This design comes from an exercise in tuning for small area and a short achievable clock period on the open sky130 flow, not from production work. The RTL was checked by simulation tests, not by an equivalence proof against the original design. Power and IR drop assume default switching activity.

$ cat design.v
`default_nettype none
module port_arbiter (
    input  wire       clk,
    input  wire       reset,
    input  wire [3:0] request,
    input  wire       advance,
    output reg  [3:0] grant
);
    reg [1:0] ptr;
    reg [1:0] grant_idx;
    reg       found;
    reg [1:0] idx;
    integer   i;
    always @(*) begin
        grant     = 4'b0000;
        grant_idx = ptr;
        found     = 1'b0;
        idx       = 2'd0;
        for (i = 0; i < 4; i = i + 1) begin
            idx = ptr + i[1:0];
            if (!found && request[idx]) begin
                grant[idx] = 1'b1;
                grant_idx  = idx;
                found      = 1'b1;
            end
        end
    end
    always @(posedge clk) begin
        if (reset)
            ptr <= 2'd0;
        else if (advance && found)
            ptr <= grant_idx + 2'd1;
    end
endmodule
`default_nettype wire
`default_nettype none
module flit_deserializer (
    input  wire        clk,
    input  wire        reset,
    input  wire [6:0]  serial_in,
    output wire [66:0] flit_out
);
    wire       in_valid  = serial_in[6];
    wire [1:0] in_vc     = serial_in[5:4];
    wire [3:0] in_nibble = serial_in[3:0];
    reg  [3:0]  count;
    wire        last_nibble;
    reg         valid_q;
    reg  [63:0] shift_q;
    reg  [1:0]  vc_q;
    assign last_nibble = (count == 4'd15);
    always @(posedge clk) begin
        if (reset) begin
            count   <= 4'd0;
            valid_q <= 1'b0;
        end else begin
            valid_q <= in_valid && last_nibble;
            if (in_valid)
                count <= count + 4'd1;
        end
    end
    always @(posedge clk) begin
        if (in_valid) begin
            shift_q <= {shift_q[59:0], in_nibble};
            if (last_nibble)
                vc_q <= in_vc;
        end
    end
    assign flit_out = {valid_q, vc_q, shift_q};
endmodule
`default_nettype wire
`default_nettype none
module flit_serializer (
    input  wire        clk,
    input  wire        reset,
    input  wire [66:0] flit_in,
    output wire        full,
    output wire [6:0]  serial_out
);
    reg         busy;
    wire        accept;
    reg  [3:0]  count;
    reg  [63:0] shift_q;
    reg  [1:0]  vc_q;
    assign accept = flit_in[66] && !busy;
    always @(posedge clk) begin
        if (reset) begin
            busy  <= 1'b0;
            count <= 4'd0;
        end else if (accept) begin
            busy  <= 1'b1;
            count <= 4'd0;
        end else if (busy) begin
            count <= count + 4'd1;
            if (count == 4'd15)
                busy <= 1'b0;
        end
    end
    always @(posedge clk) begin
        if (accept) begin
            shift_q <= flit_in[63:0];
            vc_q    <= flit_in[65:64];
        end else if (busy) begin
            shift_q <= {shift_q[59:0], 4'd0};
        end
    end
    assign full       = busy;
    assign serial_out = {busy, vc_q, shift_q[63:60]};
endmodule
`default_nettype wire
`default_nettype none
module mesh_router #(
    parameter ROUTER_X     = 1,
    parameter ROUTER_Y     = 1,
    parameter BUFFER_DEPTH = 2
) (
    input  wire         clk,
    input  wire         reset,
    input  wire [267:0] in_link,
    output wire [3:0]   in_full,
    output wire [267:0] out_link,
    input  wire [3:0]   out_full
);
    localparam MESH_DIM = 3;
    localparam PTR_W    = (BUFFER_DEPTH > 1) ? $clog2(BUFFER_DEPTH) : 1;
    localparam CNT_W    = $clog2(BUFFER_DEPTH + 1);
    wire [66:0] head [0:3];
    wire [3:0]  head_valid;
    reg  [3:0]  pop;
    wire [3:0]  ready;
    reg  [3:0]  request [0:3];
    wire [3:0]  grant   [0:3];
    function automatic [PTR_W-1:0] next_ptr(input [PTR_W-1:0] ptr);
        next_ptr = (ptr == BUFFER_DEPTH - 1) ? {PTR_W{1'b0}} : ptr + 1'b1;
    endfunction
    function automatic [1:0] route(input [2:0] dest_x, input [2:0] dest_y);
        reg [2:0] cx;
        reg [2:0] cy;
        begin
            cx = dest_x;
            cy = dest_y;
            if (cx < 3'd1)
                cx = 3'd1;
            if (cx > MESH_DIM)
                cx = MESH_DIM;
            if (cy < 3'd1)
                cy = 3'd1;
            if (cy > MESH_DIM)
                cy = MESH_DIM;
            if (cx > ROUTER_X)
                route = 2'd1;
            else if (cx < ROUTER_X)
                route = 2'd3;
            else if (cy > ROUTER_Y)
                route = 2'd0;
            else if (cy < ROUTER_Y)
                route = 2'd2;
            else if (dest_x == 3'd0)
                route = 2'd3;
            else if (dest_x == MESH_DIM + 1)
                route = 2'd1;
            else if (dest_y == 3'd0)
                route = 2'd2;
            else
                route = 2'd0;
        end
    endfunction
    genvar i;
    generate
        for (i = 0; i < 4; i = i + 1) begin : g_in
            reg  [66:0]      mem [0:BUFFER_DEPTH-1];
            reg  [PTR_W-1:0] wr_ptr;
            reg  [PTR_W-1:0] rd_ptr;
            reg  [CNT_W-1:0] count;
            wire             push;
            assign in_full[i]    = (count == BUFFER_DEPTH);
            assign push          = in_link[i*67+66] && !in_full[i];
            assign head[i]       = mem[rd_ptr];
            assign head_valid[i] = (count != 0);
            always @(posedge clk) begin
                if (reset) begin
                    wr_ptr <= {PTR_W{1'b0}};
                    rd_ptr <= {PTR_W{1'b0}};
                    count  <= {CNT_W{1'b0}};
                end else begin
                    if (push)
                        wr_ptr <= next_ptr(wr_ptr);
                    if (pop[i])
                        rd_ptr <= next_ptr(rd_ptr);
                    count <= count + push - pop[i];
                end
            end
            always @(posedge clk) begin
                if (push)
                    mem[wr_ptr] <= in_link[i*67 +: 67];
            end
        end
    endgenerate
    integer ri, rd;
    reg [1:0] dir;
    always @(*) begin
        dir = 2'd0;
        for (ri = 0; ri < 4; ri = ri + 1) begin
            dir = route(head[ri][63:61], head[ri][60:58]);
            for (rd = 0; rd < 4; rd = rd + 1)
                request[rd][ri] = head_valid[ri] && (dir == rd);
        end
    end
    integer pd, pi;
    always @(*) begin
        pop = 4'b0000;
        for (pd = 0; pd < 4; pd = pd + 1)
            for (pi = 0; pi < 4; pi = pi + 1)
                if (grant[pd][pi] && ready[pd])
                    pop[pi] = 1'b1;
    end
    genvar d;
    generate
        for (d = 0; d < 4; d = d + 1) begin : g_out
            reg  [66:0] pick;
            reg         valid_q;
            reg  [1:0]  vc_q;
            reg  [63:0] flit_q;
            integer     k;
            assign ready[d] = !valid_q || !out_full[d];
            port_arbiter arb_inst (
                .clk     (clk),
                .reset   (reset),
                .request (request[d]),
                .advance (ready[d]),
                .grant   (grant[d])
            );
            always @(*) begin
                pick = 67'd0;
                for (k = 0; k < 4; k = k + 1)
                    if (grant[d][k])
                        pick = head[k];
            end
            always @(posedge clk) begin
                if (reset)
                    valid_q <= 1'b0;
                else if (ready[d])
                    valid_q <= |grant[d];
            end
            always @(posedge clk) begin
                if (ready[d] && |grant[d]) begin
                    vc_q   <= pick[65:64];
                    flit_q <= pick[63:0];
                end
            end
            assign out_link[d*67 +: 67] = {valid_q, vc_q, flit_q};
        end
    endgenerate
endmodule
`default_nettype wire
`default_nettype none
module mesh_edge_side (
    input  wire         clk,
    input  wire         reset,
    input  wire [6:0]   serial_in,
    input  wire [1:0]   sel,
    output reg  [6:0]   serial_out,
    output wire [200:0] to_mesh,
    input  wire [200:0] from_mesh,
    output wire [2:0]   from_mesh_full
);
    wire [6:0] ser_out [0:2];
    genvar p;
    generate
        for (p = 0; p < 3; p = p + 1) begin : g_port
            wire [6:0] port_in = {serial_in[6] && (sel == p), serial_in[5:0]};
            flit_deserializer deser_inst (
                .clk       (clk),
                .reset     (reset),
                .serial_in (port_in),
                .flit_out  (to_mesh[p*67 +: 67])
            );
            flit_serializer ser_inst (
                .clk        (clk),
                .reset      (reset),
                .flit_in    (from_mesh[p*67 +: 67]),
                .full       (from_mesh_full[p]),
                .serial_out (ser_out[p])
            );
        end
    endgenerate
    always @(*) begin
        serial_out = 7'd0;
        if (sel < 2'd3)
            serial_out = ser_out[sel];
    end
endmodule
`default_nettype wire
`default_nettype none
module noc_mesh (
    input  wire       clk,
    input  wire       reset,
    input  wire [6:0] west_in,
    input  wire [6:0] south_in,
    input  wire [6:0] east_in,
    input  wire [6:0] north_in,
    input  wire [1:0] west_sel,
    input  wire [1:0] south_sel,
    input  wire [1:0] east_sel,
    input  wire [1:0] north_sel,
    output wire [6:0] west_out,
    output wire [6:0] south_out,
    output wire [6:0] east_out,
    output wire [6:0] north_out
);
    localparam MESH_DIM = 3;
    localparam ROUTER_BUFFER_DEPTH = 2;
    wire [6:0] side_in  [0:3];
    wire [1:0] side_sel [0:3];
    wire [6:0] side_out [0:3];
    wire [200:0] side_to_mesh   [0:3];
    wire [200:0] side_from_mesh [0:3];
    wire [2:0]   side_full      [0:3];
    wire [267:0] r_in       [0:8];
    wire [267:0] r_out      [0:8];
    wire [3:0]   r_in_full  [0:8];
    wire [3:0]   r_out_full [0:8];
    assign side_in[0]  = north_in;
    assign side_in[1]  = east_in;
    assign side_in[2]  = south_in;
    assign side_in[3]  = west_in;
    assign side_sel[0] = north_sel;
    assign side_sel[1] = east_sel;
    assign side_sel[2] = south_sel;
    assign side_sel[3] = west_sel;
    assign north_out = side_out[0];
    assign east_out  = side_out[1];
    assign south_out = side_out[2];
    assign west_out  = side_out[3];
    genvar gs, gx, gy, gd;
    generate
        for (gs = 0; gs < 4; gs = gs + 1) begin : g_side
            mesh_edge_side side_inst (
                .clk            (clk),
                .reset          (reset),
                .serial_in      (side_in[gs]),
                .sel            (side_sel[gs]),
                .serial_out     (side_out[gs]),
                .to_mesh        (side_to_mesh[gs]),
                .from_mesh      (side_from_mesh[gs]),
                .from_mesh_full (side_full[gs])
            );
        end
        for (gx = 0; gx < MESH_DIM; gx = gx + 1) begin : g_col
            for (gy = 0; gy < MESH_DIM; gy = gy + 1) begin : g_row
                mesh_router #(
                    .ROUTER_X     (gx + 1),
                    .ROUTER_Y     (gy + 1),
                    .BUFFER_DEPTH (ROUTER_BUFFER_DEPTH)
                ) router_inst (
                    .clk      (clk),
                    .reset    (reset),
                    .in_link  (r_in[gx*3+gy]),
                    .in_full  (r_in_full[gx*3+gy]),
                    .out_link (r_out[gx*3+gy]),
                    .out_full (r_out_full[gx*3+gy])
                );
                for (gd = 0; gd < 4; gd = gd + 1) begin : g_dir
                    localparam integer NX = gx + (gd == 1) - (gd == 3);
                    localparam integer NY = gy + (gd == 0) - (gd == 2);
                    localparam integer PORT = (gd == 0 || gd == 2) ? gx : gy;
                    if (NX < 0 || NX >= MESH_DIM || NY < 0 || NY >= MESH_DIM) begin : g_edge
                        assign r_in[gx*3+gy][gd*67 +: 67]          = side_to_mesh[gd][PORT*67 +: 67];
                        assign side_from_mesh[gd][PORT*67 +: 67]   = r_out[gx*3+gy][gd*67 +: 67];
                        assign r_out_full[gx*3+gy][gd]             = side_full[gd][PORT];
                    end else begin : g_link
                        assign r_in[gx*3+gy][gd*67 +: 67] = r_out[NX*3+NY][(gd ^ 2)*67 +: 67];
                        assign r_out_full[gx*3+gy][gd]    = r_in_full[NX*3+NY][gd ^ 2];
                    end
                end
            end
        end
    endgenerate
endmodule
`default_nettype wire
$ cat run.sh
#!/bin/bash
# synth_recipe.tcl (not shown) runs the flow's synth.tcl, then flattens the netlist and writes it again
# the make line also repeats each setting of config.mk as NAME=value (left out here)
make -C /OpenROAD-flow-scripts/flow DESIGN_CONFIG=/design/flow/config.mk WORK_HOME=/design/flow/orfs CLKGATE_MAP_FILE= SYNTH_SCRIPT=/design/flow/synth_recipe.tcl finish
$ cat config.mk
export PLATFORM = sky130hd
export DESIGN_NAME = noc_mesh
export DESIGN_NICKNAME = noc_mesh
export VERILOG_FILES = /design/flow/design.v
export SDC_FILE = /design/flow/constraint.sdc
export NUM_CORES = 8
export LEC_CHECK = 0
export CAP_MARGIN = 20
export CORE_MARGIN = 2
export CORE_UTILIZATION = 22
export PLACE_DENSITY = 0.35
export SLEW_MARGIN = 20
$ cat constraint.sdc
create_clock -name core_clock -period 6.0 [get_ports {clk}]
set_input_delay 1.2000 -clock core_clock [delete_from_list [all_inputs] [get_ports {clk}]]
set_output_delay 1.2000 -clock core_clock [all_outputs]
set_load 0.01 [all_outputs]
==> tab_implementation.tex, run 1 <==
\begin{tabular}{lr}
\hline
Metric & Value \\
\hline
\multicolumn{2}{l}{\textbf{Status}} \\
Outcome & finished clean \\
\multicolumn{2}{l}{\textbf{Clock network}} \\
Clock root buffer & clkbuf\_16 \\
CTS clk-pin slew, worst paths & 60 ps \\
TritonCTS clock tree & done \\
Insertion delay of the later-clocked pin in the worst-skew pair & 1460 ps \\
Maximum number of buffers from clock root to sink & 6 \\
Post-cts hold buffer count & 0 \\
Number of clock sinks & a little over 9000 \\
H-tree depth & 7 \\
Number of buffers created by CTS & 1193 \\
Number of setup buffers added after CTS & 0 \\
Post-CTS Resized & 0 \\
\multicolumn{2}{l}{\textbf{STA}} \\
Smallest setup slack after layout & 459 ps \\
Min cycle time layout & 5540 ps \\
Setup Viol. Count Final & 0 \\
Final clock period utilization by the worst path & 92.4\% \\
Slew of the pin with the lowest slew margin & about 1400 ps \\
Max Clock Freq & 180 MHz \\
Relative max-transition margin & roughly 5.6\% \\
Setup repair after global routing missed its margin & false \\
Worst Skew & 99.8 ps \\
Max-slew violation count & 0 \\
Hold Violations, Final & 0 \\
\multicolumn{2}{l}{\textbf{Floorplanning}} \\
Top-level port count & 66 \\
Core region area & 1810000 um2 \\
Vertical die dimension & 1.35 mm \\
Die Footprint & 1830000 um2 \\
Number of rows in the core area & between 400 and 500 \\
Initial Utilization & 22.0\% \\
X dimension of the die & 1.35 mm \\
\multicolumn{2}{l}{\textbf{Detailed routing}} \\
Number of vias after detailed routing & roughly 270k \\
DRC violation count after routing & 0 \\
Initial DRT Pass Iterations & 10 \\
Ratio of routed vias to standard cells & 5.09 \\
Total length of routed wires & 1900 mm \\
Remaining antenna violation count & 0 \\
Average routed wire per standard cell & 35.8 um \\
DRC violation total after the first TritonRoute iteration & 36700 \\
\multicolumn{2}{l}{\textbf{Synthesis}} \\
Area of the mapped netlist & 399000 um2 \\
Synth cell types & about 120 \\
Leading cell types by total area after synthesis & edfxtp\_1 (66\%), mux2\_2 (6.6\%), mux2i\_1 (3.1\%), a221oi\_1 (3.0\%), o21ai\_0 (2.6\%) \\
Share of the synthesized area in the top cell type & 65.5\% \\
Post-synthesis instance total & 27600 \\
EDFF count, synth & 8712 \\
Most used flip-flop cell after synthesis & edfxtp\_1 \\
Cell type contributing the most total cell area after synthesis & edfxtp\_1 \\
Share of flip-flops with an asynchronous set or reset & 0\% \\
Share of synthesized area occupied by flip-flops and latches & 67.6\% \\
Synthesized area per cell & 14.5 um2 \\
Ys Warns & 32 \\
FF+latch count, synth & 9120 \\
\multicolumn{2}{l}{\textbf{Job}} \\
Number of max-capacitance violations reported & 0 \\
\multicolumn{2}{l}{\textbf{Final layout}} \\
Commonest cells after routing, fill and taps aside & edfxtp\_1 (8712), mux2\_2 (2329), o21ai\_0 (2004), o22ai\_1 (1603), a221oi\_1 (1372) \\
Utilization after layout & about a quarter \\
Share of layout cells above drive strength 1 & 21.2\% \\
Final Cell Area & between 400000 and 500000 um2 \\
Most common cell after layout, fill and taps aside & edfxtp\_1 \\
Area growth, synth to finish & 18.9\% \\
Layout Nets & 28500 \\
\multicolumn{2}{l}{\textbf{Hold path}} \\
Number of cells on the worst hold path & 1 \\
Min-delay src & east\_in[0] \\
Worst min path class & input port to flop \\
\multicolumn{2}{l}{\textbf{Global route}} \\
Wire length of the first global-routing pass & 2490 mm \\
Via count of the first global-routing pass & 256000 \\
GRT Overall Usage & around 20\% \\
Initial antenna violation count & approximately 290 \\
Largest net degree at the start of global routing & 134 \\
Leftover overflow at the end of global routing & 0 \\
\multicolumn{2}{l}{\textbf{Setup path}} \\
CP delay by family, top & compound AO/OA/AOI/OAI gates \\
CP bufs+invs & 4 \\
Arrival @ worst endpoint & 6790 ps \\
Reg2reg path depth & 12 \\
Largest fanout on the critical path & 31 \\
Largest stage delay on the critical path & about 770 ps \\
Worst r2r dst & g\_col[0].g\_row[0].router\_inst.g\_out[0].flit\_q[16] \\
Endpoint kind of the worst setup timing path & flop \\
Cell occurring most often along the worst timing path & buf\_4 \\
Category of the worst setup path launch point & flop \\
Crit path kind & flop to flop \\
Cells along the critical path & buf\_4 > nor3b\_1 > o22ai\_1 > buf\_4 > or2\_2 > mux4\_2 > a21oi\_1 > a21o\_2 > buf\_4 > a221oi\_1 > o22ai\_1 > buf\_4 \\
Register-to-register path setup slack & 460 ps \\
WP data required & 7250 ps \\
CP max-delay cell & a21o\_2 \\
\multicolumn{2}{l}{\textbf{Place}} \\
Detailed-placement wirelength estimate & 1360 mm \\
Weighted congestion reported at the end of routability-driven placement & 0.888 \\
Pre-CTS setup slack & roughly 280 ps \\
Port bufs & between 60 and 70 \\
Total cell area at the placement stage & $\sim$440000 um2 \\
\multicolumn{2}{l}{\textbf{Power}} \\
Power density normalized to cell area & 702 nW/um2 \\
Static Leak & between 0.15 and 0.2 uW \\
Maximum VDD drop & 1.03 mV \\
\hline
\end{tabular}
==> metrics by stage <==
step	total power [uW]	hold WS [ps]	TNS, ps	cells
finish	333000	315	0	53200
detailed placement	264000	407	0	51100
global placement	264000	407	-15720	51000
CTS	334000	333	0	53100
global route	344000	245	0	53100
floorplan	174000	400	0	27600
==> logic make-up after synthesis <==
group / Yosys count / share of synthesized area (%)
adders and majority gates: 363 / 1.13
DFF: 9120 / 67.6
muxes: 3678 / 10.3
and+or+nand+nor: 3702 / 4.32
buffers and inverters: 2520 / 2.48
AOI/OAI and AO/OA: 7943 / 13.7
xor gates and xnor gates: 246 / 0.540
==> state kept, by name, indices dropped and copies added (netlist names), named ones only <==
| register | flops |
|---|---|
| g_side.side_inst.g_port.deser_inst.valid_q | 12 |
| g_col.g_row.router_inst.g_out.arb_inst.ptr | 72 |
| g_side.side_inst.g_port.deser_inst.shift_q | 768 |
| g_col.g_row.router_inst.g_in.rd_ptr | 36 |
| g_col.g_row.router_inst.g_out.valid_q | 36 |
| g_col.g_row.router_inst.g_in.count | 72 |
| g_col.g_row.router_inst.g_out.vc_q | 72 |
| g_side.side_inst.g_port.deser_inst.vc_q | 24 |
| g_side.side_inst.g_port.ser_inst.count | 48 |
| g_col.g_row.router_inst.g_in.wr_ptr | 36 |
| g_side.side_inst.g_port.ser_inst.busy | 12 |
| g_col.g_row.router_inst.g_in.mem | 4752 |
| g_side.side_inst.g_port.ser_inst.vc_q | 24 |
| g_side.side_inst.g_port.ser_inst.shift_q | 768 |
| g_side.side_inst.g_port.deser_inst.count | 48 |
| g_col.g_row.router_inst.g_out.flit_q | 2304 |
==> where the power goes <==
part / switching, uW / internal [uW]
Combinational: 109000 / 42300
Sequential: 13100 / 99600
Clock: 28100 / 40900
==> cell usage after synthesis (32+ instances only) <==
| cell | number |
|---|---|
| dfxtp_1 | 408 |
| nor3b_1 | 62 |
| buf_1 | 185 |
| nor4_1 | 39 |
| o211ai_1 | 429 |
| a221oi_2 | 47 |
| nand3_1 | 328 |
| inv_1 | 370 |
| a221o_1 | 189 |
| nor3_1 | 355 |
| xor2_1 | 107 |
| nand2b_1 | 43 |
| nand3b_1 | 37 |
| mux2_2 | 2329 |
| edfxtp_1 | 8712 |
| clkbuf_1 | 1674 |
| o31ai_1 | 79 |
| or3_1 | 50 |
| ha_1 | 357 |
| mux4_2 | 101 |
| a31oi_1 | 141 |
| nand2_1 | 1191 |
| o311ai_0 | 68 |
| a21o_1 | 38 |
| a221oi_1 | 1384 |
| nand4_1 | 68 |
| o221a_2 | 74 |
| a211oi_1 | 177 |
| a21oi_1 | 651 |
| nor2b_1 | 100 |
| o22ai_1 | 1613 |
| a22oi_1 | 257 |
| o2111ai_1 | 33 |
| a22o_1 | 39 |
| mux2i_1 | 1239 |
| o211a_1 | 70 |
| and3_1 | 156 |
| o221ai_1 | 290 |
| o21ai_0 | 2040 |
| buf_2 | 253 |
| and2_1 | 107 |
| or2_2 | 36 |
| and4_1 | 32 |
| nor2_1 | 1012 |
| xnor2_1 | 139 |
==> worst max path at each step <==
stage / slack (ps) / start / to / depth (start not counted)
2_1_floorplan: 10 / flop / g_col[2].g_row[2].router_inst.g_out[1].flit_q[0] / 12
3_3_place_gp: -290 / flop / g_col[2].g_row[1].router_inst.g_out[3].flit_q[20] / 10
3_5_place_dp: 280 / west_sel[0] / west_out[3] / 6
4_1_cts: 280 / west_sel[0] / west_out[3] / 6
5_1_grt: 230 / flop / g_col[0].g_row[0].router_inst.g_out[0].flit_q[15] / 14
6_report: 460 / flop / g_col[0].g_row[0].router_inst.g_out[0].flit_q[16] / 12
==> area by class of cell <==
| class | instances | area (um2) |
|---|---|---|
| Antenna cell | 114 | 285 |
| Tap cell | 24100 | 30200 |
| Clock buffer | 1490 | 31800 |
| Timing Repair Buffer | 1518 | 14200 |
| Sequential cell | 9120 | 270000 |
| Clock inverter | 525 | 4680 |
| Inverter | 389 | 1470 |
| Multi-Input combinational cell | 15900 | 123000 |
| Fill cell | 185000 | 1340000 |
==> routing by layer <==
layer	GRT usage [%]	wire length, um
met5	0	538
met4	7.55	83600
met3	3.81	141000
met2	31.4	855000
met1	27.3	825000
==> inputs of run 2 (changes only) <==
--- a/design.v
+++ b/design.v
@@ -1,36 +1,61 @@
 `default_nettype none
-module port_arbiter (
+module port_arbiter #(
+    parameter [3:0] MASK = 4'b1111
+) (
     input  wire       clk,
     input  wire       reset,
     input  wire [3:0] request,
     input  wire       advance,
     output reg  [3:0] grant
 );
-    reg [1:0] ptr;
-    reg [1:0] grant_idx;
-    reg       found;
-    reg [1:0] idx;
-    integer   i;
-    always @(*) begin
-        grant     = 4'b0000;
-        grant_idx = ptr;
-        found     = 1'b0;
-        idx       = 2'd0;
-        for (i = 0; i < 4; i = i + 1) begin
-            idx = ptr + i[1:0];
-            if (!found && request[idx]) begin
-                grant[idx] = 1'b1;
-                grant_idx  = idx;
-                found      = 1'b1;
+    localparam integer NREQ = MASK[0] + MASK[1] + MASK[2] + MASK[3];
+    localparam integer LO   = MASK[0] ? 0 : (MASK[1] ? 1 : (MASK[2] ? 2 : 3));
+    localparam integer HI   = MASK[3] ? 3 : (MASK[2] ? 2 : (MASK[1] ? 1 : 0));
+    wire [3:0] req = request & MASK;
+    generate
+        if (NREQ <= 1) begin : g_one
+            always @(*) grant = req;
+        end else if (NREQ == 2) begin : g_two
+            reg hi_first;
+            always @(*) begin
+                grant = 4'b0000;
+                grant[LO] = req[LO] && (!hi_first || !req[HI]);
+                grant[HI] = req[HI] && (hi_first || !req[LO]);
+            end
+            always @(posedge clk) begin
+                if (reset)
+                    hi_first <= 1'b0;
+                else if (advance && (req[LO] || req[HI]))
+                    hi_first <= grant[LO];
+            end
+        end else begin : g_many
+            reg [1:0] ptr;
+            reg [1:0] grant_idx;
+            reg       found;
+            reg [1:0] idx;
+            integer   i;
+            always @(*) begin
+                grant     = 4'b0000;
+                grant_idx = ptr;
+                found     = 1'b0;
+                idx       = 2'd0;
+                for (i = 0; i < 4; i = i + 1) begin
+                    idx = ptr + i[1:0];
+                    if (!found && req[idx]) begin
+                        grant[idx] = 1'b1;
+                        grant_idx  = idx;
+                        found      = 1'b1;
+                    end
+                end
+            end
+            always @(posedge clk) begin
+                if (reset)
+                    ptr <= 2'd0;
+                else if (advance && found)
+                    ptr <= grant_idx + 2'd1;
             end
         end
-    end
-    always @(posedge clk) begin
-        if (reset)
-            ptr <= 2'd0;
-        else if (advance && found)
-            ptr <= grant_idx + 2'd1;
-    end
+    endgenerate
 endmodule
 `default_nettype wire
 `default_nettype none
@@ -97,12 +122,14 @@
         end
     end
     always @(posedge clk) begin
-        if (accept) begin
+        if (accept)
             shift_q <= flit_in[63:0];
-            vc_q    <= flit_in[65:64];
-        end else if (busy) begin
+        else
             shift_q <= {shift_q[59:0], 4'd0};
-        end
+    end
+    always @(posedge clk) begin
+        if (accept)
+            vc_q <= flit_in[65:64];
     end
     assign full       = busy;
     assign serial_out = {busy, vc_q, shift_q[63:60]};
@@ -122,16 +149,25 @@
     input  wire [3:0]   out_full
 );
     localparam MESH_DIM = 3;
-    localparam PTR_W    = (BUFFER_DEPTH > 1) ? $clog2(BUFFER_DEPTH) : 1;
-    localparam CNT_W    = $clog2(BUFFER_DEPTH + 1);
-    wire [66:0] head [0:3];
-    wire [3:0]  head_valid;
-    reg  [3:0]  pop;
-    wire [3:0]  ready;
-    reg  [3:0]  request [0:3];
-    wire [3:0]  grant   [0:3];
-    function automatic [PTR_W-1:0] next_ptr(input [PTR_W-1:0] ptr);
-        next_ptr = (ptr == BUFFER_DEPTH - 1) ? {PTR_W{1'b0}} : ptr + 1'b1;
+    localparam [3:0] EDGE_IN = {ROUTER_X == 1, ROUTER_Y == 1, ROUTER_X == MESH_DIM, ROUTER_Y == MESH_DIM};
+    function automatic [3:0] can_go(input integer i);
+        begin
+            if (EDGE_IN[i])
+                can_go = 4'b1111;
+            else if (i == 0 || i == 2)
+                can_go = {ROUTER_X == 1, 1'b1, ROUTER_X == MESH_DIM, 1'b1};
+            else if (i == 3)
+                can_go = 4'b0111;
+            else
+                can_go = 4'b1101;
+        end
+    endfunction
+    function automatic [3:0] can_come(input integer d);
+        integer k;
+        begin
+            for (k = 0; k < 4; k = k + 1)
+                can_come[k] = can_go(k) >> d;
+        end
     endfunction
     function automatic [1:0] route(input [2:0] dest_x, input [2:0] dest_y);
         reg [2:0] cx;
@@ -165,65 +201,60 @@
                 route = 2'd0;
         end
     endfunction
+    wire [65:0] head [0:3];
+    wire [3:0]  head_valid;
+    wire [3:0]  pop;
+    wire [3:0]  ready;
+    wire [3:0]  request [0:3];
+    wire [3:0]  grant   [0:3];
     genvar i;
     generate
         for (i = 0; i < 4; i = i + 1) begin : g_in
-            reg  [66:0]      mem [0:BUFFER_DEPTH-1];
-            reg  [PTR_W-1:0] wr_ptr;
-            reg  [PTR_W-1:0] rd_ptr;
-            reg  [CNT_W-1:0] count;
-            wire             push;
-            assign in_full[i]    = (count == BUFFER_DEPTH);
-            assign push          = in_link[i*67+66] && !in_full[i];
-            assign head[i]       = mem[rd_ptr];
-            assign head_valid[i] = (count != 0);
+            reg  [65:0] e0;
+            reg  [65:0] e1;
+            reg         v0;
+            reg         v1;
+            wire        push;
+            wire [65:0] din = in_link[i*67 +: 66];
+            wire [1:0]  dir = route(e0[63:61], e0[60:58]);
+            assign in_full[i]    = v1;
+            assign push          = in_link[i*67+66] && !v1;
+            assign head[i]       = e0;
+            assign head_valid[i] = v0;
             always @(posedge clk) begin
                 if (reset) begin
-                    wr_ptr <= {PTR_W{1'b0}};
-                    rd_ptr <= {PTR_W{1'b0}};
-                    count  <= {CNT_W{1'b0}};
+                    v0 <= 1'b0;
+                    v1 <= 1'b0;
                 end else begin
-                    if (push)
-                        wr_ptr <= next_ptr(wr_ptr);
-                    if (pop[i])
-                        rd_ptr <= next_ptr(rd_ptr);
-                    count <= count + push - pop[i];
+                    v0 <= (v0 && !pop[i]) || v1 || push;
+                    v1 <= (v1 && !pop[i]) || (v0 && !pop[i] && push);
                 end
             end
             always @(posedge clk) begin
-                if (push)
-                    mem[wr_ptr] <= in_link[i*67 +: 67];
+                if (!v0 || pop[i])
+                    e0 <= v1 ? e1 : din;
+            end
+            always @(posedge clk) begin
+                if (!v1)
+                    e1 <= din;
+            end
+            genvar o;
+            for (o = 0; o < 4; o = o + 1) begin : g_req
+                assign request[o][i] = v0 && (dir == o) && ((can_go(i) >> o) & 1);
             end
+            assign pop[i] = (grant[0][i] && ready[0]) || (grant[1][i] && ready[1]) ||
+                            (grant[2][i] && ready[2]) || (grant[3][i] && ready[3]);
         end
     endgenerate
-    integer ri, rd;
-    reg [1:0] dir;
-    always @(*) begin
-        dir = 2'd0;
-        for (ri = 0; ri < 4; ri = ri + 1) begin
-            dir = route(head[ri][63:61], head[ri][60:58]);
-            for (rd = 0; rd < 4; rd = rd + 1)
-                request[rd][ri] = head_valid[ri] && (dir == rd);
-        end
-    end
-    integer pd, pi;
-    always @(*) begin
-        pop = 4'b0000;
-        for (pd = 0; pd < 4; pd = pd + 1)
-            for (pi = 0; pi < 4; pi = pi + 1)
-                if (grant[pd][pi] && ready[pd])
-                    pop[pi] = 1'b1;
-    end
     genvar d;
     generate
         for (d = 0; d < 4; d = d + 1) begin : g_out
-            reg  [66:0] pick;
+            reg  [65:0] pick;
             reg         valid_q;
-            reg  [1:0]  vc_q;
-            reg  [63:0] flit_q;
+            reg  [65:0] flit_q;
             integer     k;
             assign ready[d] = !valid_q || !out_full[d];
-            port_arbiter arb_inst (
+            port_arbiter #(.MASK(can_come(d))) arb_inst (
                 .clk     (clk),
                 .reset   (reset),
                 .request (request[d]),
@@ -231,10 +262,9 @@
                 .grant   (grant[d])
             );
             always @(*) begin
-                pick = 67'd0;
+                pick = 66'd0;
                 for (k = 0; k < 4; k = k + 1)
-                    if (grant[d][k])
-                        pick = head[k];
+                    pick = pick | (head[k] & {66{grant[d][k]}});
             end
             always @(posedge clk) begin
                 if (reset)
@@ -243,12 +273,10 @@
                     valid_q <= |grant[d];
             end
             always @(posedge clk) begin
-                if (ready[d] && |grant[d]) begin
-                    vc_q   <= pick[65:64];
-                    flit_q <= pick[63:0];
-                end
+                if (ready[d])
+                    flit_q <= pick;
             end
-            assign out_link[d*67 +: 67] = {valid_q, vc_q, flit_q};
+            assign out_link[d*67 +: 67] = {valid_q, flit_q};
         end
     endgenerate
 endmodule
@@ -259,7 +287,7 @@
     input  wire         reset,
     input  wire [6:0]   serial_in,
     input  wire [1:0]   sel,
-    output reg  [6:0]   serial_out,
+    output wire [6:0]   serial_out,
     output wire [200:0] to_mesh,
     input  wire [200:0] from_mesh,
     output wire [2:0]   from_mesh_full
@@ -284,11 +312,11 @@
             );
         end
     endgenerate
-    always @(*) begin
-        serial_out = 7'd0;
-        if (sel < 2'd3)
-            serial_out = ser_out[sel];
-    end
+    wire [5:0] data_lo = sel[0] ? ser_out[1][5:0] : ser_out[0][5:0];
+    wire [5:0] data    = sel[1] ? ser_out[2][5:0] : data_lo;
+    wire       vld_lo  = sel[0] ? ser_out[1][6] : ser_out[0][6];
+    wire       vld     = sel[1] ? (!sel[0] && ser_out[2][6]) : vld_lo;
+    assign serial_out = {vld, data};
 endmodule
 `default_nettype wire
 `default_nettype none
==> run 2 against run 1 <==
Net effect:
- still clean on timing, DRC and antenna
- synthesized cell count is 20% lower
- sequential cell count fell by 124
- sequential share of layout area grew 2.9 points
- count of clock-buffer cells in the layout increased by 114
- total power fell by 60%
- via count fell by 25%
- first-iteration DRC count fell by 27%
==> tab_implementation.tex, run 2 <==
\begin{tabular}{lr}
\hline
Metric & Value \\
\hline
\multicolumn{2}{l}{\textbf{STA}} \\
Max Clock Freq & 203 MHz \\
Relative max-transition margin & 16.2\% \\
Min cycle time layout & 4920 ps \\
Worst Skew & 81.3 ps \\
Slew of the pin with the lowest slew margin & about 1300 ps \\
Setup Viol. Count Final & 0 \\
Worst hold slack across all endpoints & 395 ps \\
Smallest setup slack after layout & 1080 ps \\
Hold Violations, Final & 0 \\
Max-slew violation count & 0 \\
Final clock period utilization by the worst path & approximately four fifths \\
Setup repair after global routing missed its margin & false \\
Total Neg Setup Slack & 0 ps \\
\multicolumn{2}{l}{\textbf{Clock network}} \\
Post-cts hold buffer count & 0 \\
TritonCTS clock tree & done \\
CTS clk-pin slew, worst paths & 60 ps \\
Number of buffers created by CTS & 1140 \\
Clock root buffer & clkbuf\_16 \\
Insertion delay of the later-clocked pin in the worst-skew pair & 1270 ps \\
Maximum number of buffers from clock root to sink & 6 \\
Post-CTS Resized & 0 \\
Number of setup buffers added after CTS & 0 \\
H-tree depth & 7 \\
Number of clock sinks & 8996 \\
\multicolumn{2}{l}{\textbf{Final layout}} \\
Fill count & roughly 150k \\
Final Cell Area & 395000 um2 \\
Footprint of the flip-flops and latches & between 200000 and 250000 um2 \\
Share of layout cells above drive strength 1 & 24.1\% \\
Largest registers & g\_col.g\_row.router\_inst.g\_in.e0: 2376 flops, g\_col.g\_row.router\_inst.g\_in.e1: 2376 flops, g\_col.g\_row.router\_inst.g\_out.flit\_q: 2376 flops \\
Area growth, synth to finish & 18.8\% \\
Layout Nets & 22500 \\
Commonest cells after routing, fill and taps aside & edfxtp\_1 (5568), dfxtp\_1 (3391), mux2\_2 (3101), nand2\_1 (2244), a22oi\_1 (1850) \\
Multi-input gate area & between 90000 and 100000 um2 \\
Most common cell after layout, fill and taps aside & edfxtp\_1 \\
\multicolumn{2}{l}{\textbf{Global route}} \\
Leftover overflow at the end of global routing & 0 \\
Via count of the first global-routing pass & 195000 \\
Largest net degree at the start of global routing & 82 \\
Initial antenna violation count & $\sim$250 \\
GRT Overall Usage & between 10\% and 20\% \\
Wire length of the first global-routing pass & 1850 mm \\
\multicolumn{2}{l}{\textbf{Floorplanning}} \\
Number of rows in the core area & around 450 \\
Initial Utilization & between 20\% and 30\% \\
Top-level port count & 66 \\
Core region area & 1510000 um2 \\
Vertical die dimension & 1.23 mm \\
Die Footprint & 1520000 um2 \\
X dimension of the die & 1.23 mm \\
\multicolumn{2}{l}{\textbf{Place}} \\
Detailed-placement wirelength estimate & 980 mm \\
Pre-CTS setup slack & 1160 ps \\
Total cell area at the placement stage & around 360000 um2 \\
Weighted congestion reported at the end of routability-driven placement & 0.838 \\
Port bufs & 65 \\
\multicolumn{2}{l}{\textbf{Synthesis}} \\
Share of synthesized area occupied by flip-flops and latches & 70.9\% \\
Area of the mapped netlist & around 330000 um2 \\
Post-synthesis instance total & 21900 \\
EDFF count, synth & 5568 \\
Synth cell types & approximately 110 \\
Area share of fa/ha/maj cells after synthesis & less than 1\% \\
Largest family of logic cells by synthesized area & multiplexers \\
Share of the synthesized area in the top cell type & approximately half \\
Cell type contributing the most total cell area after synthesis & edfxtp\_1 \\
Basic-gate share of the synthesized area counting and, or, nand and nor cells & under 10\% \\
Ys Warns & 20 \\
Share of cell area taken by muxes after synthesis & 11.2\% \\
Commonest cells in the synthesized netlist & edfxtp\_1 (5568), dfxtp\_1 (3428), mux2\_2 (3101), nand2\_1 (2291), a22oi\_1 (1851) \\
Leading cell types by total area after synthesis & edfxtp\_1 (50\%), dfxtp\_1 (21\%), mux2\_2 (11\%), a22oi\_1 (4.2\%), nand2\_1 (2.6\%) \\
Cell with the most instances after synthesis & edfxtp\_1 \\
FF+latch count, synth & 8996 \\
Post-synthesis share of cell area spent on xor and xnor gates & less than 1\% \\
Share of flip-flops with an asynchronous set or reset & 0\% \\
Synthesized area per cell & 15.2 um2 \\
Most used flip-flop cell after synthesis & edfxtp\_1 \\
Synthesized-area fraction occupied by ao, oa, aoi and oai cells & 9.91\% \\
\multicolumn{2}{l}{\textbf{Setup path}} \\
Arrival @ worst endpoint & 5760 ps \\
WP data required & 6840 ps \\
Endpoint kind of the worst setup timing path & flop \\
Crit path kind & flop to flop \\
Category of the worst setup path launch point & flop \\
Largest fanout on the critical path & 66 \\
\multicolumn{2}{l}{\textbf{Status}} \\
Outcome & finished clean \\
\multicolumn{2}{l}{\textbf{Power}} \\
Int Pwr & between 100000 and 150000 uW \\
Switching power & about 28000 uW \\
Fraction of power consumed by combinational cells & 0.4\% \\
Part of the total power dissipated in sequential elements & 49.2\% \\
Maximum VDD drop & 0.235 mV \\
Switching Share & 20.7\% \\
Power density normalized to cell area & 338 nW/um2 \\
Static Leak & 0.152 uW \\
Clk pwr share & roughly half \\
\multicolumn{2}{l}{\textbf{Detailed routing}} \\
Total length of routed wires & 1400 mm \\
Average routed wire per standard cell & approximately 32 um \\
Ratio of routed vias to standard cells & 4.66 \\
Remaining antenna violation count & 0 \\
Initial DRT Pass Iterations & 13 \\
DRC violation total after the first TritonRoute iteration & 26800 \\
DRC violation count after routing & 0 \\
Number of vias after detailed routing & approximately 200k \\
\multicolumn{2}{l}{\textbf{Job}} \\
Number of max-capacitance violations reported & 0 \\
\multicolumn{2}{l}{\textbf{Hold path}} \\
Worst min path class & input port to flop \\
\hline
\end{tabular}
==> run 2: layout make-up <==
class	instances	share of cell area, %
flip-flops and latches	8996	59.7
multi-input cells	11400	23.2
clock inverters	379	0.933
clock buffers	1604	8.19
repair buffers	537	1.32
inverters	187	0.181
well taps	20200	6.39
diodes	143	0.0906
==> run 2: final timing paths <==
kind,slack (ps),from,depth (start not counted),to
hold / removal,400,reset,2,flop
hold reg to reg,420,flop,0,flop
setup / recovery,1080,flop,10,g_col[2].g_row[1].router_inst.g_in[2].e0[8]
setup reg to reg,1080,flop,10,g_col[2].g_row[1].router_inst.g_in[2].e0[8]
==> run 2: kinds of logic after synthesis <==
kind of cell | after synthesis
flops | 8996
compound gates | 4105
simple gates | 3687
mux | 3244
buf+inv | 1578
fa+ha+maj | 220
xor+xnor | 107
other cells | 1
==> run 2: power by group through the flow <==
stage          clock network [uW]  logic, uW  registers (uW)
2_1_floorplan                   0        258           66900
6_report                    67400        529           65700
4_1_cts                     69300        560           65700
5_1_grt                     71600        574           65700
3_5_place_dp                    0        559           67000
3_3_place_gp                    0        553           67000
==> run 2: metal layers <==
| metal | global-route usage, % | vias up | part of all wire [%] |
|---|---|---|---|
| li1 | - | 85800 | - |
| met1 | 24.5 | 105000 | 44 |
| met2 | 27.8 | 8940 | 45 |
| met3 | 3.13 | 1951 | 6.6 |
| met4 | 6.59 | 48 | 4.1 |
| met5 | 0 | - | 0.022 |
==> run 2: metrics by stage <==
stage / total power [uW] / util (%) / std cells
finish: 134000 / 26.2 / 43400
global placement: 67500 / 23.8 / 41200
CTS: 136000 / 26.2 / 43200
detailed placement: 67600 / 23.8 / 41200
global route: 138000 / 26.2 / 43300
floorplan: 67100 / - / 21900
==> run 2: critical path, stage by stage (launching register included) <==
cell	delay [ps]
dfxtp_1	670
clkinv_1	470
ha_1	530
inv_1	100
nor3_1	220
a22oi_1	160
nand2_1	210
a211o_2	800
a222oi_1	360
nand2_2	160
buf_4	710
==> inputs of run 3 (changes only) <==
--- a/design.v
+++ b/design.v
@@ -29,30 +29,30 @@
                     hi_first <= grant[LO];
             end
         end else begin : g_many
-            reg [1:0] ptr;
-            reg [1:0] grant_idx;
-            reg       found;
-            reg [1:0] idx;
-            integer   i;
-            always @(*) begin
-                grant     = 4'b0000;
-                grant_idx = ptr;
-                found     = 1'b0;
-                idx       = 2'd0;
-                for (i = 0; i < 4; i = i + 1) begin
-                    idx = ptr + i[1:0];
-                    if (!found && req[idx]) begin
-                        grant[idx] = 1'b1;
-                        grant_idx  = idx;
-                        found      = 1'b1;
+            reg  [1:0] ptr;
+            wire [3:0] p = {ptr == 2'd3, ptr == 2'd2, ptr == 2'd1, ptr == 2'd0};
+            genvar gi, gj;
+            for (gi = 0; gi < 4; gi = gi + 1) begin : g_gnt
+                wire [3:0] blocked;
+                for (gj = 0; gj < 4; gj = gj + 1) begin : g_blk
+                    if (gj == gi) begin : g_self
+                        assign blocked[gj] = 1'b0;
+                    end else begin : g_other
+                        wire [3:0] span;
+                        genvar gk;
+                        for (gk = 0; gk < 4; gk = gk + 1) begin : g_span
+                            assign span[gk] = (((gk - gi - 1) & 3) <= ((gj - gi - 1) & 3)) && p[gk];
+                        end
+                        assign blocked[gj] = req[gj] && |span;
                     end
                 end
+                always @(*) grant[gi] = req[gi] && !(|blocked);
             end
             always @(posedge clk) begin
                 if (reset)
                     ptr <= 2'd0;
-                else if (advance && found)
-                    ptr <= grant_idx + 2'd1;
+                else if (advance && |req)
+                    ptr <= {grant[1] || grant[2], grant[0] || grant[2]};
             end
         end
     endgenerate
@@ -122,10 +122,7 @@
         end
     end
     always @(posedge clk) begin
-        if (accept)
-            shift_q <= flit_in[63:0];
-        else
-            shift_q <= {shift_q[59:0], 4'd0};
+        shift_q <= (flit_in[63:0] & {64{accept}}) | ({shift_q[59:0], 4'd0} & {64{busy}});
     end
     always @(posedge clk) begin
         if (accept)
@@ -214,6 +211,7 @@
             reg  [65:0] e1;
             reg         v0;
             reg         v1;
+            reg         nv1;      
             wire        push;
             wire [65:0] din = in_link[i*67 +: 66];
             wire [1:0]  dir = route(e0[63:61], e0[60:58]);
@@ -223,20 +221,22 @@
             assign head_valid[i] = v0;
             always @(posedge clk) begin
                 if (reset) begin
-                    v0 <= 1'b0;
-                    v1 <= 1'b0;
+                    v0  <= 1'b0;
+                    v1  <= 1'b0;
+                    nv1 <= 1'b1;
                 end else begin
-                    v0 <= (v0 && !pop[i]) || v1 || push;
-                    v1 <= (v1 && !pop[i]) || (v0 && !pop[i] && push);
+                    v0  <= (v0 && !pop[i]) || v1 || push;
+                    v1  <= (v1 && !pop[i]) || (v0 && !pop[i] && push);
+                    nv1 <= !((v1 && !pop[i]) || (v0 && !pop[i] && push));
                 end
             end
+            wire [65:0] e1_next = (e1 & {66{v1}}) | (din & {66{nv1}});
             always @(posedge clk) begin
                 if (!v0 || pop[i])
-                    e0 <= v1 ? e1 : din;
+                    e0 <= e1_next;
             end
             always @(posedge clk) begin
-                if (!v1)
-                    e1 <= din;
+                e1 <= e1_next;
             end
             genvar o;
             for (o = 0; o < 4; o = o + 1) begin : g_req
@@ -262,9 +262,9 @@
                 .grant   (grant[d])
             );
             always @(*) begin
-                pick = 66'd0;
+                pick = flit_q & {66{!ready[d]}};
                 for (k = 0; k < 4; k = k + 1)
-                    pick = pick | (head[k] & {66{grant[d][k]}});
+                    pick = pick | (head[k] & {66{grant[d][k] && ready[d]}});
             end
             always @(posedge clk) begin
                 if (reset)
@@ -273,8 +273,7 @@
                     valid_q <= |grant[d];
             end
             always @(posedge clk) begin
-                if (ready[d])
-                    flit_q <= pick;
+                flit_q <= pick;
             end
             assign out_link[d*67 +: 67] = {valid_q, flit_q};
         end
--- a/config.mk
+++ b/config.mk
@@ -7,6 +7,7 @@
 export LEC_CHECK = 0
 export CAP_MARGIN = 20
 export CORE_MARGIN = 2
-export CORE_UTILIZATION = 22
-export PLACE_DENSITY = 0.35
+export CORE_UTILIZATION = 50
+export PLACE_DENSITY = 0.62
+export SETUP_SLACK_MARGIN = 2.8
 export SLEW_MARGIN = 20
==> run 3 against run 2 <==
Net effect:
- still clean
- sequential share of layout area increased by 1.8 points
- synthesized cell count rose by 5.0%
- total power is 9.6% lower
- routed wire length is 16% lower
- clock skew shrank 7.5 ps
- via count rose by 6.6%
- critical path depth is 7 lower
- largest cell class unchanged
- largest power group is now sequential cells
==> tab_implementation.tex, run 3 <==
\begin{tabular}{lr}
\hline
Metric & Value \\
\hline
\multicolumn{2}{l}{\textbf{Synthesis}} \\
Leading cell types by total area after synthesis & dfxtp\_1 (38\%), edfxtp\_1 (31\%), a22o\_1 (9.6\%), a222oi\_1 (5.3\%), a22oi\_1 (3.0\%) \\
Area share of fa/ha/maj cells after synthesis & 0.693\% \\
Post-synthesis instance total & $\sim$23000 \\
Share of synthesized area occupied by flip-flops and latches & 69.5\% \\
Share of cell area taken by muxes after synthesis & 0.184\% \\
Synthesized-area fraction occupied by ao, oa, aoi and oai cells & around a fifth \\
FF+latch count, synth & roughly 9000 \\
Cell with the most instances after synthesis & dfxtp\_1 \\
Area of the mapped netlist & 306000 um2 \\
Synthesized area per cell & 13.3 um2 \\
Basic-gate share of the synthesized area counting and, or, nand and nor cells & roughly 5.6\% \\
Cell type contributing the most total cell area after synthesis & dfxtp\_1 \\
Most used flip-flop cell after synthesis & dfxtp\_1 \\
Commonest cells in the synthesized netlist & dfxtp\_1 (5840), a22o\_1 (3357), edfxtp\_1 (3192), clkbuf\_1 (1665), a222oi\_1 (1635) \\
Post-synthesis share of cell area spent on xor and xnor gates & 0.172\% \\
EDFF count, synth & 3192 \\
Share of the synthesized area in the top cell type & 38.2\% \\
Largest family of logic cells by synthesized area & compound AO/OA/AOI/OAI gates \\
Share of flip-flops with an asynchronous set or reset & 0\% \\
Ys Warns & 20 \\
Synth cell types & 94 \\
\multicolumn{2}{l}{\textbf{Detailed routing}} \\
Average routed wire per standard cell & 37.6 um \\
Number of vias after detailed routing & 215000 \\
Ratio of routed vias to standard cells & 6.85 \\
Remaining antenna violation count & 0 \\
DRC violation total after the first TritonRoute iteration & 45700 \\
Initial DRT Pass Iterations & 17 \\
Total length of routed wires & 1180 mm \\
DRC violation count after routing & 0 \\
\multicolumn{2}{l}{\textbf{Final layout}} \\
Area growth, synth to finish & 13.2\% \\
Commonest cells after routing, fill and taps aside & dfxtp\_1 (5723), a22o\_1 (3357), edfxtp\_1 (3192), a222oi\_1 (1635), nand2\_1 (1369) \\
Multi-input gate area & 85900 um2 \\
Share of layout cells above drive strength 1 & 10.3\% \\
Utilization after layout & 56.7\% \\
Footprint of the flip-flops and latches & 213000 um2 \\
Most common cell after layout, fill and taps aside & dfxtp\_1 \\
Layout Nets & 22700 \\
Final Cell Area & 346000 um2 \\
Final cell count without fillers & 31400 \\
Fill count & 49200 \\
Largest registers & g\_col.g\_row.router\_inst.g\_in.e0: 2376 flops, g\_col.g\_row.router\_inst.g\_in.e1: 2376 flops, g\_col.g\_row.router\_inst.g\_out.flit\_q: 2376 flops \\
\multicolumn{2}{l}{\textbf{Place}} \\
Weighted congestion reported at the end of routability-driven placement & a little under 1 \\
Port bufs & 65 \\
Total cell area at the placement stage & 313000 um2 \\
Detailed-placement wirelength estimate & 771 mm \\
Placed instance count & 29600 \\
\multicolumn{2}{l}{\textbf{STA}} \\
Slew of the pin with the lowest slew margin & around 1200 ps \\
Worst hold slack across all endpoints & between 300 and 400 ps \\
Worst Skew & around 74 ps \\
Setup Viol. Count Final & 0 \\
Total Neg Setup Slack & 0 ps \\
Max Clock Freq & between 200 and 300 MHz \\
Final clock period utilization by the worst path & 56.7\% \\
Max-slew violation count & 0 \\
Relative max-transition margin & 18.1\% \\
Min cycle time layout & 3400 ps \\
Setup repair after global routing missed its margin & true \\
Hold Violations, Final & 0 \\
\multicolumn{2}{l}{\textbf{Setup path}} \\
Worst r2r dst & g\_col[2].g\_row[0].router\_inst.g\_out[0].flit\_q[4] \\
CP delay by family, top & flip-flops \\
Endpoint kind of the worst setup timing path & output pin \\
Start of the worst register-to-register path & g\_col[2].g\_row[0].router\_inst.g\_in[2].e0[62] \\
Register-to-register path setup slack & 2730 ps \\
Category of the worst setup path launch point & flop \\
Crit path kind & flop to output pin \\
Reg2reg path depth & 8 \\
CP max-delay cell & edfxtp\_1 \\
Arrival @ worst endpoint & around 2200 ps \\
Largest fanout on the critical path & 1 \\
CP bufs+invs & 1 \\
WP data required & 4800 ps \\
Cells along the critical path & mux2i\_1 > o21ai\_1 > buf\_2 \\
Largest stage delay on the critical path & a little over 600 ps \\
\multicolumn{2}{l}{\textbf{Status}} \\
Outcome & finished clean \\
\multicolumn{2}{l}{\textbf{Floorplanning}} \\
Die Footprint & between 600000 and 700000 um2 \\
X dimension of the die & 786 um \\
Vertical die dimension & 786 um \\
Core region area & 610000 um2 \\
Initial Utilization & about half \\
Top-level port count & 66 \\
Number of rows in the core area & 287 \\
\multicolumn{2}{l}{\textbf{Global route}} \\
GRT Overall Usage & between 30 and 40\% \\
Wire length of the first global-routing pass & between 1500 and 2000 mm \\
Via count of the first global-routing pass & about 200k \\
Largest net degree at the start of global routing & 102 \\
Leftover overflow at the end of global routing & 0 \\
Initial antenna violation count & 85 \\
\multicolumn{2}{l}{\textbf{Clock network}} \\
Number of buffers created by CTS & 877 \\
CTS clk-pin slew, worst paths & $\sim$60 ps \\
Number of clock sinks & 9032 \\
Clock root buffer & clkbuf\_16 \\
H-tree depth & 6 \\
Maximum number of buffers from clock root to sink & 4 \\
TritonCTS clock tree & done \\
Insertion delay of the later-clocked pin in the worst-skew pair & 1200 ps \\
\multicolumn{2}{l}{\textbf{Power}} \\
Static Leak & 0.136 uW \\
Maximum VDD drop & 0.346 mV \\
Power density normalized to cell area & 349 nW/um2 \\
\multicolumn{2}{l}{\textbf{Hold path}} \\
Worst min path class & flop to flop \\
Number of cells on the worst hold path & 0 \\
\multicolumn{2}{l}{\textbf{Job}} \\
Number of max-capacitance violations reported & 0 \\
\hline
\end{tabular}
run 3: area by class of cell:
cell class / instances / share of cell area (%)
flip-flops and latches: 9032 / 61.5
multi-input cells: 11500 / 24.8
clock buffers: 1264 / 7.35
well taps: 8092 / 2.92
repair buffers: 531 / 1.48
clock inverters: 404 / 1.24
inverters: 609 / 0.665
diodes: 30 / 0.0217
repair inverters: 2 / 0.00361
run 3: stage by stage:
| step | power, uW | setup slack (ps) |
|---|---|---|
| CTS | 121000 | 2460 |
| finish | 121000 | 2600 |
| floorplan | 65100 | 1210 |
| global placement | 65600 | 1690 |
| global route | 124000 | 2540 |
| detailed placement | 65600 | 1650 |
run 3: worst max path at each step:
| stage | cells past startpoint | slack (ps) | to | from |
|---|---|---|---|---|
| floorplan | 7 | 1210 | g_col[0].g_row[2].router_inst.g_in[2].e0[0] | g_col[0].g_row[2].router_inst.g_in[0].e0[62] |
| global placement | 7 | 1690 | g_col[0].g_row[2].router_inst.g_in[3].e0[10] | g_col[0].g_row[2].router_inst.g_in[3].e0[62] |
| detailed placement | 7 | 1650 | g_col[0].g_row[2].router_inst.g_in[3].e0[14] | g_col[0].g_row[2].router_inst.g_in[3].e0[62] |
| CTS | 3 | 2460 | north_out[4] | g_side[0].side_inst.g_port[0].ser_inst.vc_q[0] |
| global route | 3 | 2540 | north_out[4] | g_side[0].side_inst.g_port[0].ser_inst.vc_q[0] |
| finish | 3 | 2600 | north_out[4] | g_side[0].side_inst.g_port[0].ser_inst.vc_q[0] |
run 3: worst register-to-register path: stages (launching register included):
cell	delay, ps
edfxtp_1	520
o21a_1	260
o311a_1	420
o21a_1	260
nor3_2	390
buf_4	390
buf_8	470
a222oi_1	360
nand3_1	180
run 3: per-layer routing:
layer  track usage, %  vias up  wire length, um
li1                 -    89900                -
met1             50.1   107000           457000
met2             50.5    15500           477000
met3             11.1     2869           154000
met4             23.3       44            93900
met5                0        -              291
run 3: cell families (layout without fill, tap and decap cells):
group,after synthesis,after routing
adders and majority gates,170,170
xor gates and xnor gates,60,60
muxes,56,56
DFF,9032,9032
other,0,30
buffers and inverters,2580,2810
AOI/OAI and AO/OA,7500,7504
and+or+nand+nor,3628,3664
run 3: where the power goes:
group          internal, uW  switching (uW)
sequential            63400             437
clock                 32300           24300
combinational           134             283
run 3: repair_timing:
| action | in CTS | in global routing |
|---|---|---|
| gates resized for setup | 436 | 126 |
| buffers inserted | 44 | 48 |
| setup endpoints to repair | 3213 | 2137 |
| gates cloned | 46 | 13 |
| endpoints found under the hold margin | 0 | 0 |
| hold buffers | 0 | 0 |
| pin swaps | 31 | 23 |
==> inputs of run 4 (changes only) <==
--- a/design.v
+++ b/design.v
@@ -125,8 +125,7 @@
         shift_q <= (flit_in[63:0] & {64{accept}}) | ({shift_q[59:0], 4'd0} & {64{busy}});
     end
     always @(posedge clk) begin
-        if (accept)
-            vc_q <= flit_in[65:64];
+        vc_q <= (flit_in[65:64] & {2{accept}}) | (vc_q & {2{busy}});
     end
     assign full       = busy;
     assign serial_out = {busy, vc_q, shift_q[63:60]};
@@ -311,10 +310,12 @@
             );
         end
     endgenerate
-    wire [5:0] data_lo = sel[0] ? ser_out[1][5:0] : ser_out[0][5:0];
-    wire [5:0] data    = sel[1] ? ser_out[2][5:0] : data_lo;
-    wire       vld_lo  = sel[0] ? ser_out[1][6] : ser_out[0][6];
-    wire       vld     = sel[1] ? (!sel[0] && ser_out[2][6]) : vld_lo;
+    wire       s0 = (sel == 2'd0);
+    wire       s1 = (sel == 2'd1);
+    wire       s2 = (sel == 2'd2);
+    wire [5:0] data = (ser_out[0][5:0] & {6{s0}}) | (ser_out[1][5:0] & {6{s1}}) |
+                      (ser_out[2][5:0] & {6{sel[1]}});
+    wire       vld  = (ser_out[0][6] && s0) || (ser_out[1][6] && s1) || (ser_out[2][6] && s2);
     assign serial_out = {vld, data};
 endmodule
 `default_nettype wire
--- a/config.mk
+++ b/config.mk
@@ -7,7 +7,9 @@
 export LEC_CHECK = 0
 export CAP_MARGIN = 20
 export CORE_MARGIN = 2
-export CORE_UTILIZATION = 50
-export PLACE_DENSITY = 0.62
-export SETUP_SLACK_MARGIN = 2.8
+export CORE_UTILIZATION = 60
+export CTS_CLUSTER_DIAMETER = 100
+export CTS_CLUSTER_SIZE = 20
+export PLACE_DENSITY = 0.65
+export SETUP_SLACK_MARGIN = 3.0
 export SLEW_MARGIN = 20
==> run 4 against run 3 <==
Net effect:
- still clean on timing, DRC and antenna
- first-iteration DRC count up 1.3%
- total power down 16%
- hold slack better by 41 ps
- register-to-register slack better by 150 ps
- clock power down 34%
- count of clock-buffer cells in the layout down 369
- sequential cell count unchanged
- non-clock buffer count up 9
- synthesized area about the same
- final cell count down 7.0%
- highest routed layer unchanged
==> tab_implementation.tex, run 4 <==
\begin{tabular}{lr}
\hline
Metric & Value \\
\hline
\multicolumn{2}{l}{\textbf{Status}} \\
Outcome & finished clean \\
\multicolumn{2}{l}{\textbf{Power}} \\
Power density normalized to cell area & 306 nW/um2 \\
Static Leak & 0.130 uW \\
Maximum VDD drop & 0.342 mV \\
\multicolumn{2}{l}{\textbf{Global route}} \\
Initial antenna violation count & 79 \\
Largest net degree at the start of global routing & 89 \\
Wire length of the first global-routing pass & 1550 mm \\
Leftover overflow at the end of global routing & 0 \\
GRT Overall Usage & a little over two fifths \\
Via count of the first global-routing pass & 195000 \\
\multicolumn{2}{l}{\textbf{Setup path}} \\
Endpoint kind of the worst setup timing path & output pin \\
Register-to-register path setup slack & 2880 ps \\
Worst r2r dst & g\_col[2].g\_row[0].router\_inst.g\_out[0].flit\_q[54] \\
Category of the worst setup path launch point & flop \\
CP max-delay cell & dfxtp\_2 \\
WP data required & 4800 ps \\
Largest fanout on the critical path & 5 \\
Worst setup endpoint & north\_out[6] \\
Reg2reg path depth & 7 \\
Arrival @ worst endpoint & 1980 ps \\
Startpoint of the most critical setup path & g\_side[0].side\_inst.g\_port[2].ser\_inst.busy \\
Start of the worst register-to-register path & g\_col[2].g\_row[0].router\_inst.g\_in[2].e0[62] \\
Largest stage delay on the critical path & between 300 and 400 ps \\
Cells along the critical path & buf\_12 > mux2i\_2 > o22ai\_1 > buf\_2 \\
Crit path kind & flop to output pin \\
\multicolumn{2}{l}{\textbf{Clock network}} \\
TritonCTS clock tree & done \\
CTS clk-pin slew, worst paths & 80 ps \\
Insertion delay of the later-clocked pin in the worst-skew pair & 1130 ps \\
H-tree depth & 6 \\
Clock root buffer & clkbuf\_16 \\
Maximum number of buffers from clock root to sink & 4 \\
Number of clock sinks & 9032 \\
Number of buffers created by CTS & 522 \\
\multicolumn{2}{l}{\textbf{Synthesis}} \\
Cell type contributing the most total cell area after synthesis & dfxtp\_1 \\
Largest family of logic cells by synthesized area & compound AO/OA/AOI/OAI gates \\
Cell with the most instances after synthesis & dfxtp\_1 \\
Basic-gate share of the synthesized area counting and, or, nand and nor cells & 5.71\% \\
Area of the mapped netlist & approximately 310000 um2 \\
Leading cell types by total area after synthesis & dfxtp\_1 (38\%), edfxtp\_1 (31\%), a22o\_1 (9.7\%), a222oi\_1 (5.3\%), a22oi\_1 (3.5\%) \\
Synth cell types & 100 \\
Synthesized area per cell & 13.4 um2 \\
Post-synthesis share of cell area spent on xor and xnor gates & 0.172\% \\
Most used flip-flop cell after synthesis & dfxtp\_1 \\
Commonest cells in the synthesized netlist & dfxtp\_1 (5864), a22o\_1 (3383), edfxtp\_1 (3168), nand2\_1 (1653), a222oi\_1 (1619) \\
Share of cell area taken by muxes after synthesis & 0.181\% \\
Share of synthesized area occupied by flip-flops and latches & 69.5\% \\
Share of flip-flops with an asynchronous set or reset & 0\% \\
Ys Warns & 20 \\
Synthesized-area fraction occupied by ao, oa, aoi and oai cells & roughly a fifth \\
Area share of fa/ha/maj cells after synthesis & 0.687\% \\
Post-synthesis instance total & between 20000 and 25000 \\
EDFF count, synth & 3168 \\
Share of the synthesized area in the top cell type & 38.4\% \\
FF+latch count, synth & 9032 \\
\multicolumn{2}{l}{\textbf{Final layout}} \\
Most common cell after layout, fill and taps aside & dfxtp\_1 \\
Utilization after layout & approximately two thirds \\
Commonest cells after routing, fill and taps aside & dfxtp\_1 (5705), a22o\_1 (3383), edfxtp\_1 (3168), nand2\_1 (1630), a222oi\_1 (1619) \\
Share of layout cells above drive strength 1 & 7.56\% \\
Area growth, synth to finish & 8.24\% \\
Layout Nets & 22300 \\
Largest registers & g\_col.g\_row.router\_inst.g\_in.e0: 2376 flops, g\_col.g\_row.router\_inst.g\_in.e1: 2376 flops, g\_col.g\_row.router\_inst.g\_out.flit\_q: 2376 flops \\
Fill count & 37600 \\
\multicolumn{2}{l}{\textbf{STA}} \\
Min cycle time layout & 3180 ps \\
Setup repair after global routing missed its margin & true \\
Worst Skew & 61.1 ps \\
Final clock period utilization by the worst path & 53.0\% \\
Max Clock Freq & 315 MHz \\
Relative max-transition margin & 9.51\% \\
Total Neg Setup Slack & 0 ps \\
Slew of the pin with the lowest slew margin & 1360 ps \\
Setup Viol. Count Final & 0 \\
Hold Violations, Final & 0 \\
Max-slew violation count & 0 \\
\multicolumn{2}{l}{\textbf{Detailed routing}} \\
Ratio of routed vias to standard cells & 7.31 \\
Average routed wire per standard cell & 39.1 um \\
Number of vias after detailed routing & 214000 \\
Remaining antenna violation count & 0 \\
DRC violation count after routing & 0 \\
Initial DRT Pass Iterations & 17 \\
DRC violation total after the first TritonRoute iteration & 46300 \\
Total length of routed wires & 1140 mm \\
\multicolumn{2}{l}{\textbf{Floorplanning}} \\
Core region area & 508000 um2 \\
Vertical die dimension & about 720 um \\
Number of rows in the core area & approximately 260 \\
Die Footprint & between 500000 and 600000 um2 \\
X dimension of the die & 718 um \\
Top-level port count & between 60 and 70 \\
Initial Utilization & 60.2\% \\
\multicolumn{2}{l}{\textbf{Job}} \\
Number of max-capacitance violations reported & 0 \\
\multicolumn{2}{l}{\textbf{Place}} \\
Port bufs & 65 \\
Weighted congestion reported at the end of routability-driven placement & between 0.9 and 1 \\
Detailed-placement wirelength estimate & 742 mm \\
\multicolumn{2}{l}{\textbf{Hold path}} \\
Worst min path class & flop to flop \\
\hline
\end{tabular}
==> run 4: worst min-delay path by stage <==
stage / endpoint / startpoint / cells past startpoint / slack, ps
2_1_floorplan: g_col[0].g_row[1].router_inst.g_out[1].flit_q[62] / g_col[0].g_row[1].router_inst.g_out[1].flit_q[62] / 2 / 420
3_3_place_gp: flop / flop / 0 / 430
4_1_cts: g_side[2].side_inst.g_port[0].ser_inst.count[3] / reset / 2 / 420
6_report: flop / flop / 0 / 440
3_5_place_dp: flop / flop / 0 / 430
5_1_grt: flop / flop / 0 / 450
==> run 4: report_power, final <==
| part | total, uW | internal, uW | switching, uW | leakage [uW] |
|---|---|---|---|---|
| registers | 63700 | 63300 | 400 | 0.0828 |
| logic | 431 | 135 | 296 | 0.0404 |
| clock network | 37300 | 17000 | 20300 | 0.00730 |
| total | 101000 | 80400 | 21000 | 0.130 |
==> run 4: per-stage QoR <==
step	area (um2)	cells	hold WS, ps	worst slack [ps]	total power [uW]
2_1_floorplan	306000	22900	417	1690	65100
3_3_place_gp	311000	28100	428	1810	65500
3_5_place_dp	311000	28100	434	1790	65500
4_1_cts	329000	29100	422	2600	102000
5_1_grt	331000	29200	452	2780	104000
6_report	331000	29200	437	2820	101000
==> run 4: cell families after synthesis <==
kind of cell | after synthesis
and+or+nand+nor | 3617
muxes | 55
adders and majority gates | 168
xor gates and xnor gates | 60
DFF | 9032
buffers and inverters | 2560
AOI/OAI and AO/OA | 7379
==> run 4: routing by layer <==
layer | global-route usage (%) | vias to the layer above | routed length [um]
met4 | 28.5 | 58 | 98300
li1 | - | 88500 | -
met5 | 0 | - | 392
met1 | 57.0 | 105000 | 418000
met2 | 57.5 | 16700 | 458000
met3 | 14.6 | 2965 | 169000
==> run 4: layout make-up <==
cell class,count,area [um2],share of cell area (%)
diodes,35,87.6,0.0265
clock buffers,895,14800,4.46
clock inverters,45,576,0.174
inverters,620,2360,0.714
multi-input cells,11300,86500,26.1
flip-flops and latches,9032,213000,64.3
well taps,6732,8420,2.54
repair buffers,540,5540,1.67
repair inverters,2,13.8,0.00416
==> run 4: what timing repair did <==
| action | CTS | global route |
|---|---|---|
| buffers inserted | 50 | 73 |
| pin swaps | 42 | 42 |
| gates cloned | 51 | 20 |
| endpoints found under the setup margin | 3477 | 2715 |
| hold buffers | 0 | 0 |
| gates resized for setup | 570 | 215 |
==> run 4: critical path: cells and delay by family, from the launching register on <==
kind            cells  cell delay, ps
flops               1             350
buf+inv             2             290
compound gates      1             140
mux                 1              70

static timing again, ports no longer ideal:
Ports are ideal in the flow. The routed layouts listed here were re-timed in OpenROAD.
Step 1: set_driving_cell puts a clkbuf_16 on clk and a buf_2 on each other input, an assumption about the parent block.
Step 2 times the ports against the registers' clock, not the clock port: input delays grow and output delays shrink by t, the midpoint of the rising clock arrivals with the driver on.
Three values: no drivers, after step 1, after step 2; two values: the first two.
run	t, ns	setup slack, ns	worst setup path after step 2
run 1	1.534	0.459 / 0.456 / 0.456	input to output
run 2	1.385	1.083 / 1.083 / 1.083	register to register
run 3	1.316	2.596 / 2.445 / 2.504	input to register
run 4	1.232	2.821 / 2.689 / 2.298	input to register
After both steps setup and hold are still met in every run listed. For run 4, which loses most, drivers alone change the setup slack by -0.132 ns; drivers and shift together by -0.523 ns.
